This is an optimization exercise on Yosys and OpenROAD, whose aim is small area, a short achievable clock period and few clock cycles per item, not a production implementation.
RTL that was checked went through simulation tests only; none was proved equivalent to the original.
Power is estimated from default activity; no workload was simulated.

==> fjord: inputs <==
// mem_responder
module mem_responder (
  input  logic       clk,
  input  logic       rst,
  input  logic       f_req,
  input  logic [7:0] f_addr,
  output logic       f_ack,
  output logic [7:0] f_rdata,
  input  logic       d_req,
  input  logic       d_we,
  input  logic [7:0] d_addr,
  input  logic [7:0] d_wdata,
  output logic       d_ack,
  output logic [7:0] d_rdata,
  output logic       busy
);
  logic [7:0] mem [256];
  logic       f_ack_q, d_ack_q, busy_q;
  logic [7:0] f_rdata_q, d_rdata_q;
  assign f_ack   = f_ack_q;
  assign d_ack   = d_ack_q;
  assign busy    = busy_q;
  assign f_rdata = f_rdata_q;
  assign d_rdata = d_rdata_q;
  always_ff @(posedge clk) begin
    f_ack_q <= f_req && !rst;
    d_ack_q <= d_req && !rst;
    busy_q  <= (f_req || d_req) && !rst;
  end
  always_ff @(posedge clk) begin
    f_rdata_q <= mem[f_addr];
    d_rdata_q <= mem[d_addr];
  end
  always_ff @(posedge clk) begin
    if (d_req && d_we && !rst) mem[d_addr] <= d_wdata;
  end
endmodule
==> module mem_responder, before the edit <==
module mem_responder (
  input  logic       clk,
  input  logic       rst,
  input  logic       f_req,
  input  logic [7:0] f_addr,
  output logic       f_ack,
  output logic [7:0] f_rdata,
  input  logic       d_req,
  input  logic       d_we,
  input  logic [7:0] d_addr,
  input  logic [7:0] d_wdata,
  output logic       d_ack,
  output logic [7:0] d_rdata,
  output logic       busy
);
  logic [7:0] mem [256];
  logic       f_ack_q, d_ack_q, busy_q;
  logic [7:0] f_rdata_q, d_rdata_q;
  assign f_ack   = f_ack_q;
  assign d_ack   = d_ack_q;
  assign busy    = busy_q;
  assign f_rdata = f_rdata_q;
  assign d_rdata = d_rdata_q;
  always_ff @(posedge clk) begin
    f_ack_q <= f_req && !rst;
    d_ack_q <= d_req && !rst;
    busy_q  <= (f_req || d_req) && !rst;
  end
  always_ff @(posedge clk) begin
    f_rdata_q <= mem[f_addr];
    d_rdata_q <= mem[d_addr];
  end
  always_ff @(posedge clk) begin
    if (d_req && d_we && !rst) mem[d_addr] <= d_wdata;
  end
endmodule
Settings: LEC_CHECK=0, CAP_MARGIN=20, CORE_MARGIN=2, CORE_UTILIZATION=40, SLEW_MARGIN=20; clock period 5.0 ns.
run.sh (not shown) runs the stock make flow with config.mk's settings and CLKGATE_MAP_FILE= SYNTH_SCRIPT=/design/flow/synth_recipe.tcl, a recipe that flattens the netlist after the stock synthesis.
==> ember: changes against fjord <==
==> flow/design.v (replaced) <==
module mem_responder (
  input  logic       clk,
  input  logic       rst,
  input  logic       f_req,
  input  logic [7:0] f_addr,
  output logic       f_ack,
  output logic [7:0] f_rdata,
  input  logic       d_req,
  input  logic       d_we,
  input  logic [7:0] d_addr,
  input  logic [7:0] d_wdata,
  output logic       d_ack,
  output logic [7:0] d_rdata,
  output logic       busy
);
  logic [255:0][7:0] mem_q;
  logic [255:0][7:0] mem_d;
  logic       f_ack_q, d_ack_q, busy_q;
  logic [7:0][3:0] f_part, d_part, f_part_q, d_part_q;
  assign f_ack   = f_ack_q;
  assign d_ack   = d_ack_q;
  assign busy    = busy_q;
  for (genvar b = 0; b < 8; b++) begin : g_out
    mr_or4 u_fo (.s(f_part_q[b]), .y(f_rdata[b]));
    mr_or4 u_do (.s(d_part_q[b]), .y(d_rdata[b]));
  end
  always_ff @(posedge clk) begin
    f_ack_q <= f_req && !rst;
    d_ack_q <= d_req && !rst;
    busy_q  <= (f_req || d_req) && !rst;
  end
  logic        wen;
  logic [15:0] w_lo, w_hi, w_lo_n, w_hi_n;
  logic [255:0] row_we, row_hold;
  assign wen    = d_req && d_we && !rst;
  assign w_lo   = 16'(1) << d_addr[3:0];
  assign w_hi   = wen ? (16'(1) << d_addr[7:4]) : 16'h0000;
  assign w_lo_n = ~w_lo;
  assign w_hi_n = ~w_hi;
  for (genvar r = 0; r < 256; r++) begin : g_row
    mr_rowdec u_dec (.lo(w_lo[r % 16]), .hi(w_hi[r / 16]),
                     .lo_n(w_lo_n[r % 16]), .hi_n(w_hi_n[r / 16]),
                     .we(row_we[r]), .hold(row_hold[r]));
    for (genvar b = 0; b < 8; b++) begin : g_bit
      mr_bitnext u_nx (.q(mem_q[r][b]), .hold(row_hold[r]),
                       .wd(d_wdata[b]), .we(row_we[r]), .d(mem_d[r][b]));
    end
  end
  always_ff @(posedge clk) begin
    for (int r = 0; r < 256; r++) mem_q[r] <= mem_d[r];
  end
  mr_rdport u_frd (.addr(f_addr), .mem(mem_q), .part(f_part));
  mr_rdport u_drd (.addr(d_addr), .mem(mem_q), .part(d_part));
  always_ff @(posedge clk) begin
    f_part_q <= f_part;
    d_part_q <= d_part;
  end
endmodule
module mr_rowdec (
  input  logic lo,
  input  logic hi,
  input  logic lo_n,
  input  logic hi_n,
  output logic we,
  output logic hold
);
  assign we   = ~(lo_n | hi_n);
  assign hold = ~(lo & hi);
endmodule
module mr_bitnext (
  input  logic q,
  input  logic hold,
  input  logic wd,
  input  logic we,
  output logic d
);
  assign d = (q & hold) | (wd & we);
endmodule
module mr_rdport (
  input  logic [7:0] addr,
  input  logic [255:0][7:0] mem,
  output logic [7:0][3:0] part
);
  logic [15:0] lo, hi;
  assign lo = 16'(1) << addr[3:0];
  assign hi = 16'(1) << addr[7:4];
  for (genvar b = 0; b < 8; b++) begin : g_bit
    logic [15:0] g_n;
    for (genvar h = 0; h < 16; h++) begin : g_grp
      logic [15:0] m;
      logic [1:0]  p;
      for (genvar w = 0; w < 16; w++) begin : g_w
        assign m[w] = mem[h*16 + w][b];
      end
      mr_sel8 u_p0 (.m(m[7:0]),  .s(lo[7:0]),  .y(p[0]));
      mr_sel8 u_p1 (.m(m[15:8]), .s(lo[15:8]), .y(p[1]));
      mr_oai21 u_g (.a1(p[0]), .a2(p[1]), .b1(hi[h]), .y(g_n[h]));
    end
    for (genvar j = 0; j < 4; j++) begin : g_sum
      mr_nand4 u_s (.a(g_n[4*j]), .b(g_n[4*j + 1]), .c(g_n[4*j + 2]),
                    .d(g_n[4*j + 3]), .y(part[b][j]));
    end
  end
endmodule
module mr_sel8 (
  input  logic [7:0] m,
  input  logic [7:0] s,
  output logic       y
);
  logic [3:0] t_n;
  for (genvar k = 0; k < 4; k++) begin : g_pair
    assign t_n[k] = ~((m[2*k] & s[2*k]) | (m[2*k + 1] & s[2*k + 1]));
  end
  assign y = ~&t_n;
endmodule
module mr_nand4 (
  input  logic a, b, c, d,
  output logic y
);
  assign y = ~(a & b & c & d);
endmodule
module mr_oai21 (
  input  logic a1, a2, b1,
  output logic y
);
  assign y = ~((a1 | a2) & b1);
endmodule
module mr_or4 (
  input  logic [3:0] s,
  output logic       y
);
  logic [1:0] n;
  mr_nor2  u_n0 (.a(s[0]), .b(s[1]), .y(n[0]));
  mr_nor2  u_n1 (.a(s[2]), .b(s[3]), .y(n[1]));
  mr_nand2 u_o  (.a(n[0]), .b(n[1]), .y(y));
endmodule
module mr_nor2 (
  input  logic a, b,
  output logic y
);
  assign y = ~(a | b);
endmodule
module mr_nand2 (
  input  logic a, b,
  output logic y
);
  assign y = ~(a & b);
endmodule
Settings changed: CORE_UTILIZATION 40 to 55, CTS_CLUSTER_DIAMETER set to 80, CTS_CLUSTER_SIZE set to 25, SETUP_SLACK_MARGIN set to 2.4, SYNTH_HIERARCHICAL set to 1, SYNTH_MINIMUM_KEEP_SIZE set to 0.
==> raven: changes against fjord <==
==> flow/design.v (replaced) <==
module mem_responder (
  input  logic       clk,
  input  logic       rst,
  input  logic       f_req,
  input  logic [7:0] f_addr,
  output logic       f_ack,
  output logic [7:0] f_rdata,
  input  logic       d_req,
  input  logic       d_we,
  input  logic [7:0] d_addr,
  input  logic [7:0] d_wdata,
  output logic       d_ack,
  output logic [7:0] d_rdata,
  output logic       busy
);
  logic [255:0][7:0] mem_q;
  logic [255:0][7:0] mem_d;
  logic       f_ack_q, d_ack_q, busy_q;
  logic [7:0][3:0] f_part, d_part, f_part_q, d_part_q;
  assign f_ack   = f_ack_q;
  assign d_ack   = d_ack_q;
  assign busy    = busy_q;
  for (genvar b = 0; b < 8; b++) begin : g_out
    mr_or4 u_fo (.s(f_part_q[b]), .y(f_rdata[b]));
    mr_or4 u_do (.s(d_part_q[b]), .y(d_rdata[b]));
  end
  always_ff @(posedge clk) begin
    f_ack_q <= f_req && !rst;
    d_ack_q <= d_req && !rst;
    busy_q  <= (f_req || d_req) && !rst;
  end
  logic        wen;
  logic [15:0] w_lo, w_hi, w_lo_n, w_hi_n;
  logic [255:0] row_we, row_hold;
  assign wen    = d_req && d_we && !rst;
  assign w_lo   = 16'(1) << d_addr[3:0];
  assign w_hi   = wen ? (16'(1) << d_addr[7:4]) : 16'h0000;
  assign w_lo_n = ~w_lo;
  assign w_hi_n = ~w_hi;
  for (genvar r = 0; r < 256; r++) begin : g_row
    mr_rowdec u_dec (.lo(w_lo[r % 16]), .hi(w_hi[r / 16]),
                     .lo_n(w_lo_n[r % 16]), .hi_n(w_hi_n[r / 16]),
                     .we(row_we[r]), .hold(row_hold[r]));
    for (genvar b = 0; b < 8; b++) begin : g_bit
      mr_bitnext u_nx (.q(mem_q[r][b]), .hold(row_hold[r]),
                       .wd(d_wdata[b]), .we(row_we[r]), .d(mem_d[r][b]));
    end
  end
  always_ff @(posedge clk) begin
    for (int r = 0; r < 256; r++) mem_q[r] <= mem_d[r];
  end
  mr_rdport u_frd (.addr(f_addr), .mem(mem_q), .part(f_part));
  mr_rdport u_drd (.addr(d_addr), .mem(mem_q), .part(d_part));
  always_ff @(posedge clk) begin
    f_part_q <= f_part;
    d_part_q <= d_part;
  end
endmodule
module mr_rowdec (
  input  logic lo,
  input  logic hi,
  input  logic lo_n,
  input  logic hi_n,
  output logic we,
  output logic hold
);
  assign we   = ~(lo_n | hi_n);
  assign hold = ~(lo & hi);
endmodule
module mr_bitnext (
  input  logic q,
  input  logic hold,
  input  logic wd,
  input  logic we,
  output logic d
);
  assign d = (q & hold) | (wd & we);
endmodule
module mr_rdport (
  input  logic [7:0] addr,
  input  logic [255:0][7:0] mem,
  output logic [7:0][3:0] part
);
  logic [15:0] lo, hi;
  assign lo = 16'(1) << addr[3:0];
  assign hi = 16'(1) << addr[7:4];
  for (genvar b = 0; b < 8; b++) begin : g_bit
    logic [15:0] g_n;
    for (genvar h = 0; h < 16; h++) begin : g_grp
      logic [15:0] m;
      logic [1:0]  p;
      for (genvar w = 0; w < 16; w++) begin : g_w
        assign m[w] = mem[h*16 + w][b];
      end
      mr_sel8 u_p0 (.m(m[7:0]),  .s(lo[7:0]),  .y(p[0]));
      mr_sel8 u_p1 (.m(m[15:8]), .s(lo[15:8]), .y(p[1]));
      mr_oai21 u_g (.a1(p[0]), .a2(p[1]), .b1(hi[h]), .y(g_n[h]));
    end
    for (genvar j = 0; j < 4; j++) begin : g_sum
      mr_nand4 u_s (.a(g_n[4*j]), .b(g_n[4*j + 1]), .c(g_n[4*j + 2]),
                    .d(g_n[4*j + 3]), .y(part[b][j]));
    end
  end
endmodule
module mr_sel8 (
  input  logic [7:0] m,
  input  logic [7:0] s,
  output logic       y
);
  logic [3:0] t_n;
  for (genvar k = 0; k < 4; k++) begin : g_pair
    assign t_n[k] = ~((m[2*k] & s[2*k]) | (m[2*k + 1] & s[2*k + 1]));
  end
  assign y = ~&t_n;
endmodule
module mr_nand4 (
  input  logic a, b, c, d,
  output logic y
);
  assign y = ~(a & b & c & d);
endmodule
module mr_oai21 (
  input  logic a1, a2, b1,
  output logic y
);
  assign y = ~((a1 | a2) & b1);
endmodule
module mr_or4 (
  input  logic [3:0] s,
  output logic       y
);
  logic [1:0] n;
  mr_nor2  u_n0 (.a(s[0]), .b(s[1]), .y(n[0]));
  mr_nor2  u_n1 (.a(s[2]), .b(s[3]), .y(n[1]));
  mr_nand2 u_o  (.a(n[0]), .b(n[1]), .y(y));
endmodule
module mr_nor2 (
  input  logic a, b,
  output logic y
);
  assign y = ~(a | b);
endmodule
module mr_nand2 (
  input  logic a, b,
  output logic y
);
  assign y = ~(a & b);
endmodule
Settings changed: CORE_UTILIZATION 40 to 35, CTS_CLUSTER_DIAMETER set to 80, CTS_CLUSTER_SIZE set to 25, SETUP_SLACK_MARGIN set to 2.4, SYNTH_HIERARCHICAL set to 1, SYNTH_MINIMUM_KEEP_SIZE set to 0.
==> Flow_metrics.wiki <==
{| class="wikitable"
! Metric !! Value
|-
| Result of the run || complete, no violations
|-
| WHS Path Cells || 2
|-
| Deepest level of the CTS H-tree || 4
|-
| Commonest non-fill, non-tap cells in the layout || sky130_fd_sc_hd__edfxtp_1, sky130_fd_sc_hd__mux4_2, sky130_fd_sc_hd__buf_4
|-
| Max-slew headroom || 0.205
|}
Source of the figures above: fjord

==> Flow_metrics.wiki <==
{| class="wikitable"
! Metric !! Value
|-
| Final slew viol count || 0
|-
| Result of the run || complete, no violations
|-
| RSZ-0062 raised after global routing || true
|-
| Deepest level of the CTS H-tree || 3
|-
| Net switching power || ~7.8 mW
|-
| Post-Synth Adder-Cell Area || 0
|-
| Commonest non-fill, non-tap cells in the layout || sky130_fd_sc_hd__dfxtp_1, sky130_fd_sc_hd__a22o_1, sky130_fd_sc_hd__a22oi_1
|-
| WHS Path Cells || 1
|-
| Yosys warnings || 7
|-
| Most utilized layer in the global route result || met2
|-
| Uppermost routed layer || met5
|}
Source of the figures above: ember

==> Flow_metrics.wiki <==
{| class="wikitable"
! Metric !! Value
|-
| Result of the run || complete, no violations
|-
| Worst hold endpoint || mem_q[167]
|-
| Area occupied by registers || about 42000 um^2
|-
| Vertical extent of the die || roughly 500 um
|-
| Max-slew headroom || 0.286
|-
| Power Density || just over 300 nW/um^2
|-
| Deepest level of the CTS H-tree || 3
|-
| WHS Path Cells || 1
|}
Source of the figures above: raven

Testbench counts of ember, summed over its fixed seeds: cycles 3,200, items 6,400.
Testbench counts of raven, summed over its fixed seeds: cycles 3,200, items 6,400.
No functional check of the RTL was part of fjord.

==> v28 <==
mem_responder with an RTL version that a note above also has.
==> module mem_responder, before the edit <==
module mem_responder (
  input  logic       clk,
  input  logic       rst,
  input  logic       f_req,
  input  logic [7:0] f_addr,
  output logic       f_ack,
  output logic [7:0] f_rdata,
  input  logic       d_req,
  input  logic       d_we,
  input  logic [7:0] d_addr,
  input  logic [7:0] d_wdata,
  output logic       d_ack,
  output logic [7:0] d_rdata,
  output logic       busy
);
  logic [255:0][7:0] mem_q;
  logic [255:0][7:0] mem_d;
  logic       f_ack_q, d_ack_q, busy_q;
  logic [7:0][3:0] f_part, d_part, f_part_q, d_part_q;
  assign f_ack   = f_ack_q;
  assign d_ack   = d_ack_q;
  assign busy    = busy_q;
  for (genvar b = 0; b < 8; b++) begin : g_out
    mr_or4 u_fo (.s(f_part_q[b]), .y(f_rdata[b]));
    mr_or4 u_do (.s(d_part_q[b]), .y(d_rdata[b]));
  end
  always_ff @(posedge clk) begin
    f_ack_q <= f_req && !rst;
    d_ack_q <= d_req && !rst;
    busy_q  <= (f_req || d_req) && !rst;
  end
  logic        wen;
  logic [15:0] w_lo, w_hi, w_lo_n, w_hi_n;
  logic [255:0] row_we, row_hold;
  assign wen    = d_req && d_we && !rst;
  assign w_lo   = 16'(1) << d_addr[3:0];
  assign w_hi   = wen ? (16'(1) << d_addr[7:4]) : 16'h0000;
  assign w_lo_n = ~w_lo;
  assign w_hi_n = ~w_hi;
  for (genvar r = 0; r < 256; r++) begin : g_row
    mr_rowdec u_dec (.lo(w_lo[r % 16]), .hi(w_hi[r / 16]),
                     .lo_n(w_lo_n[r % 16]), .hi_n(w_hi_n[r / 16]),
                     .we(row_we[r]), .hold(row_hold[r]));
    for (genvar b = 0; b < 8; b++) begin : g_bit
      mr_bitnext u_nx (.q(mem_q[r][b]), .hold(row_hold[r]),
                       .wd(d_wdata[b]), .we(row_we[r]), .d(mem_d[r][b]));
    end
  end
  always_ff @(posedge clk) begin
    for (int r = 0; r < 256; r++) mem_q[r] <= mem_d[r];
  end
  mr_rdport u_frd (.addr(f_addr), .mem(mem_q), .part(f_part));
  mr_rdport u_drd (.addr(d_addr), .mem(mem_q), .part(d_part));
  always_ff @(posedge clk) begin
    f_part_q <= f_part;
    d_part_q <= d_part;
  end
endmodule
==> module mr_rdport, before the edit <==
module mr_rdport (
  input  logic [7:0] addr,
  input  logic [255:0][7:0] mem,
  output logic [7:0][3:0] part
);
  logic [15:0] lo, hi;
  assign lo = 16'(1) << addr[3:0];
  assign hi = 16'(1) << addr[7:4];
  for (genvar b = 0; b < 8; b++) begin : g_bit
    logic [15:0] g_n;
    for (genvar h = 0; h < 16; h++) begin : g_grp
      logic [15:0] m;
      logic [1:0]  p;
      for (genvar w = 0; w < 16; w++) begin : g_w
        assign m[w] = mem[h*16 + w][b];
      end
      mr_sel8 u_p0 (.m(m[7:0]),  .s(lo[7:0]),  .y(p[0]));
      mr_sel8 u_p1 (.m(m[15:8]), .s(lo[15:8]), .y(p[1]));
      mr_oai21 u_g (.a1(p[0]), .a2(p[1]), .b1(hi[h]), .y(g_n[h]));
    end
    for (genvar j = 0; j < 4; j++) begin : g_sum
      mr_nand4 u_s (.a(g_n[4*j]), .b(g_n[4*j + 1]), .c(g_n[4*j + 2]),
                    .d(g_n[4*j + 3]), .y(part[b][j]));
    end
  end
endmodule
==> module mr_or4, before the edit <==
module mr_or4 (
  input  logic [3:0] s,
  output logic       y
);
  logic [1:0] n;
  mr_nor2  u_n0 (.a(s[0]), .b(s[1]), .y(n[0]));
  mr_nor2  u_n1 (.a(s[2]), .b(s[3]), .y(n[1]));
  mr_nand2 u_o  (.a(n[0]), .b(n[1]), .y(y));
endmodule
==> module mr_nor2, before the edit <==
module mr_nor2 (
  input  logic a, b,
  output logic y
);
  assign y = ~(a | b);
endmodule
==> module mr_nand2, before the edit <==
module mr_nand2 (
  input  logic a, b,
  output logic y
);
  assign y = ~(a & b);
endmodule
Settings: LEC_CHECK=0, CAP_MARGIN=20, CORE_MARGIN=2, CORE_UTILIZATION=40, CTS_CLUSTER_DIAMETER=80, CTS_CLUSTER_SIZE=25, PLACE_DENSITY=0.75, SETUP_SLACK_MARGIN=2.4, SLEW_MARGIN=20, SYNTH_HIERARCHICAL=1, SYNTH_MINIMUM_KEEP_SIZE=0; clock period 5.0 ns.
==> v36: changes against v28 <==
--- a/flow/design.v
+++ b/flow/design.v
@@ -16,14 +16,13 @@
   logic [255:0][7:0] mem_q;
   logic [255:0][7:0] mem_d;
   logic       f_ack_q, d_ack_q, busy_q;
-  logic [7:0][3:0] f_part, d_part, f_part_q, d_part_q;
+  logic [7:0] f_rdata_q, d_rdata_q;
+  logic [7:0] f_rd, d_rd;
   assign f_ack   = f_ack_q;
   assign d_ack   = d_ack_q;
   assign busy    = busy_q;
-  for (genvar b = 0; b < 8; b++) begin : g_out
-    mr_or4 u_fo (.s(f_part_q[b]), .y(f_rdata[b]));
-    mr_or4 u_do (.s(d_part_q[b]), .y(d_rdata[b]));
-  end
+  assign f_rdata = f_rdata_q;
+  assign d_rdata = d_rdata_q;
   always_ff @(posedge clk) begin
     f_ack_q <= f_req && !rst;
     d_ack_q <= d_req && !rst;
@@ -49,11 +48,11 @@
   always_ff @(posedge clk) begin
     for (int r = 0; r < 256; r++) mem_q[r] <= mem_d[r];
   end
-  mr_rdport u_frd (.addr(f_addr), .mem(mem_q), .part(f_part));
-  mr_rdport u_drd (.addr(d_addr), .mem(mem_q), .part(d_part));
+  mr_rdport u_frd (.addr(f_addr), .mem(mem_q), .rd(f_rd));
+  mr_rdport u_drd (.addr(d_addr), .mem(mem_q), .rd(d_rd));
   always_ff @(posedge clk) begin
-    f_part_q <= f_part;
-    d_part_q <= d_part;
+    f_rdata_q <= f_rd;
+    d_rdata_q <= d_rd;
   end
 endmodule
 module mr_rowdec (
@@ -79,7 +78,7 @@
 module mr_rdport (
   input  logic [7:0] addr,
   input  logic [255:0][7:0] mem,
-  output logic [7:0][3:0] part
+  output logic [7:0] rd
 );
   logic [15:0] lo, hi;
   assign lo = 16'(1) << addr[3:0];
@@ -96,10 +95,12 @@
       mr_sel8 u_p1 (.m(m[15:8]), .s(lo[15:8]), .y(p[1]));
       mr_oai21 u_g (.a1(p[0]), .a2(p[1]), .b1(hi[h]), .y(g_n[h]));
     end
+    logic [3:0] s;
     for (genvar j = 0; j < 4; j++) begin : g_sum
       mr_nand4 u_s (.a(g_n[4*j]), .b(g_n[4*j + 1]), .c(g_n[4*j + 2]),
-                    .d(g_n[4*j + 3]), .y(part[b][j]));
+                    .d(g_n[4*j + 3]), .y(s[j]));
     end
+    mr_or4 u_o (.a(s[0]), .b(s[1]), .c(s[2]), .d(s[3]), .y(rd[b]));
   end
 endmodule
 module mr_sel8 (
@@ -126,23 +127,8 @@
   assign y = ~((a1 | a2) & b1);
 endmodule
 module mr_or4 (
-  input  logic [3:0] s,
-  output logic       y
-);
-  logic [1:0] n;
-  mr_nor2  u_n0 (.a(s[0]), .b(s[1]), .y(n[0]));
-  mr_nor2  u_n1 (.a(s[2]), .b(s[3]), .y(n[1]));
-  mr_nand2 u_o  (.a(n[0]), .b(n[1]), .y(y));
-endmodule
-module mr_nor2 (
-  input  logic a, b,
+  input  logic a, b, c, d,
   output logic y
 );
-  assign y = ~(a | b);
+  assign y = a | b | c | d;
 endmodule
-module mr_nand2 (
-  input  logic a, b,
-  output logic y
-);
-  assign y = ~(a & b);
-endmodule
CTS_CLUSTER_DIAMETER = not set   (was 80)
CTS_CLUSTER_SIZE = not set   (was 25)
PLACE_DENSITY = not set   (was 0.75)
SETUP_SLACK_MARGIN = not set   (was 2.4)
==> v12: changes against v28 <==
--- a/flow/design.v
+++ b/flow/design.v
@@ -16,13 +16,13 @@
   logic [255:0][7:0] mem_q;
   logic [255:0][7:0] mem_d;
   logic       f_ack_q, d_ack_q, busy_q;
-  logic [7:0][3:0] f_part, d_part, f_part_q, d_part_q;
+  logic [7:0][1:0] f_part_n, d_part_n, f_part_n_q, d_part_n_q;
   assign f_ack   = f_ack_q;
   assign d_ack   = d_ack_q;
   assign busy    = busy_q;
   for (genvar b = 0; b < 8; b++) begin : g_out
-    mr_or4 u_fo (.s(f_part_q[b]), .y(f_rdata[b]));
-    mr_or4 u_do (.s(d_part_q[b]), .y(d_rdata[b]));
+    mr_nand2 u_fo (.a(f_part_n_q[b][0]), .b(f_part_n_q[b][1]), .y(f_rdata[b]));
+    mr_nand2 u_do (.a(d_part_n_q[b][0]), .b(d_part_n_q[b][1]), .y(d_rdata[b]));
   end
   always_ff @(posedge clk) begin
     f_ack_q <= f_req && !rst;
@@ -49,11 +49,11 @@
   always_ff @(posedge clk) begin
     for (int r = 0; r < 256; r++) mem_q[r] <= mem_d[r];
   end
-  mr_rdport u_frd (.addr(f_addr), .mem(mem_q), .part(f_part));
-  mr_rdport u_drd (.addr(d_addr), .mem(mem_q), .part(d_part));
+  mr_rdport u_frd (.addr(f_addr), .mem(mem_q), .part_n(f_part_n));
+  mr_rdport u_drd (.addr(d_addr), .mem(mem_q), .part_n(d_part_n));
   always_ff @(posedge clk) begin
-    f_part_q <= f_part;
-    d_part_q <= d_part;
+    f_part_n_q <= f_part_n;
+    d_part_n_q <= d_part_n;
   end
 endmodule
 module mr_rowdec (
@@ -79,7 +79,7 @@
 module mr_rdport (
   input  logic [7:0] addr,
   input  logic [255:0][7:0] mem,
-  output logic [7:0][3:0] part
+  output logic [7:0][1:0] part_n
 );
   logic [15:0] lo, hi;
   assign lo = 16'(1) << addr[3:0];
@@ -96,10 +96,13 @@
       mr_sel8 u_p1 (.m(m[15:8]), .s(lo[15:8]), .y(p[1]));
       mr_oai21 u_g (.a1(p[0]), .a2(p[1]), .b1(hi[h]), .y(g_n[h]));
     end
+    logic [3:0] s;
     for (genvar j = 0; j < 4; j++) begin : g_sum
       mr_nand4 u_s (.a(g_n[4*j]), .b(g_n[4*j + 1]), .c(g_n[4*j + 2]),
-                    .d(g_n[4*j + 3]), .y(part[b][j]));
+                    .d(g_n[4*j + 3]), .y(s[j]));
     end
+    mr_nor2 u_n0 (.a(s[0]), .b(s[1]), .y(part_n[b][0]));
+    mr_nor2 u_n1 (.a(s[2]), .b(s[3]), .y(part_n[b][1]));
   end
 endmodule
 module mr_sel8 (
@@ -125,15 +128,6 @@
 );
   assign y = ~((a1 | a2) & b1);
 endmodule
-module mr_or4 (
-  input  logic [3:0] s,
-  output logic       y
-);
-  logic [1:0] n;
-  mr_nor2  u_n0 (.a(s[0]), .b(s[1]), .y(n[0]));
-  mr_nor2  u_n1 (.a(s[2]), .b(s[3]), .y(n[1]));
-  mr_nand2 u_o  (.a(n[0]), .b(n[1]), .y(y));
-endmodule
 module mr_nor2 (
   input  logic a, b,
   output logic y
PLACE_DENSITY = not set   (was 0.75)
==> notes <==
Die area: v12 is larger than v36 (0.46%).
Global-route usage: v36 is lower than v12 (3.0 points).
Register-to-register slack, highest first: v28, v12, v36.
Critical path depth, highest first: v12, v36, v28.
The highest synthesized cell count belongs to v28, the lowest to v36.
v12 produced a clean layout. v36 finished with timing, DRC and antenna clean. v28 completed with no timing, DRC or antenna violations.
==> figures <==
quantity                                                           v36             v28             v12
Result of the run                                       finished clean  finished clean  finished clean
Unrepaired setup endpoints after global routing                  false            true            true
Clock Skew                                                    45.94 ps        53.00 ps        53.99 ps
Seq pwr share                                                    47.1%           56.8%           54.0%
Worst path required time                                       5780 ps         4000 ps         5780 ps
Net count after synthesis                                         7738            7818            7786
Hold_ws                                                       509.6 ps        515.4 ps        515.1 ps
Total Die Area                                            211400 sq um    214000 sq um    212300 sq um
Unique cell type count in the Yosys netlist                         31              30              30
Reported sequential group power                               17000 uW        17300 uW        17100 uW
Final estimated routing congestion in global placement           1.007           1.041           1.005
Post-placement worst setup slack                              259.6 ps        688.1 ps        303.8 ps
Testbench counts of v28, summed over its fixed seeds: cycles 3,200, items 6,400.
For v36 and v12, only the layout was checked, not whether the RTL still works.

==> afterwards: timing with drivers on the ports <==
No port has a modelled driver above. Below, the same layouts with a new extraction and two added sets of constraints. Step 1 sets driving cells, clkbuf_16 on the clock port and buf_2 on the other inputs (assumed; they add their load-dependent delay and slew). Step 2 moves the port delays by t, midway between the first and last clock arrival at a register: inputs arrive t later, outputs are due t later. That takes back most of the time a late clock gives input paths. Three values: ideal, step 1, step 2; two values: the first two.
run | t (ns) | setup WS [ns] | worst setup path at the end | clock arrival spread, ns | slew at the worst register clock pin (ns)
fjord | 0.960 | 1.077 / 1.118 / 0.158 | input to register | 0.058 / 0.058 | 0.07 / 0.07
ember | 0.873 | 2.194 / 2.067 / 1.194 | input to register | 0.039 / 0.039 | 0.11 / 0.11
raven | 0.921 | 2.181 / 2.087 / 1.352 | input to register | 0.054 / 0.055 | 0.11 / 0.11
v28 | 0.927 | 1.893 / 1.788 / 1.160 | input to register | 0.061 / 0.060 | 0.11 / 0.11
v36 | 0.984 | 1.037 / 1.085 / 0.101 | input to register | 0.054 / 0.054 | 0.07 / 0.07
v12 | 0.940 | 2.117 / 2.021 / 1.081 | input to register | 0.054 / 0.054 | 0.10 / 0.10
After both steps setup and hold are still met in every run listed. The setup slack of v12, which loses most, moves by -0.096 ns with the drivers and by -1.036 ns with both steps.
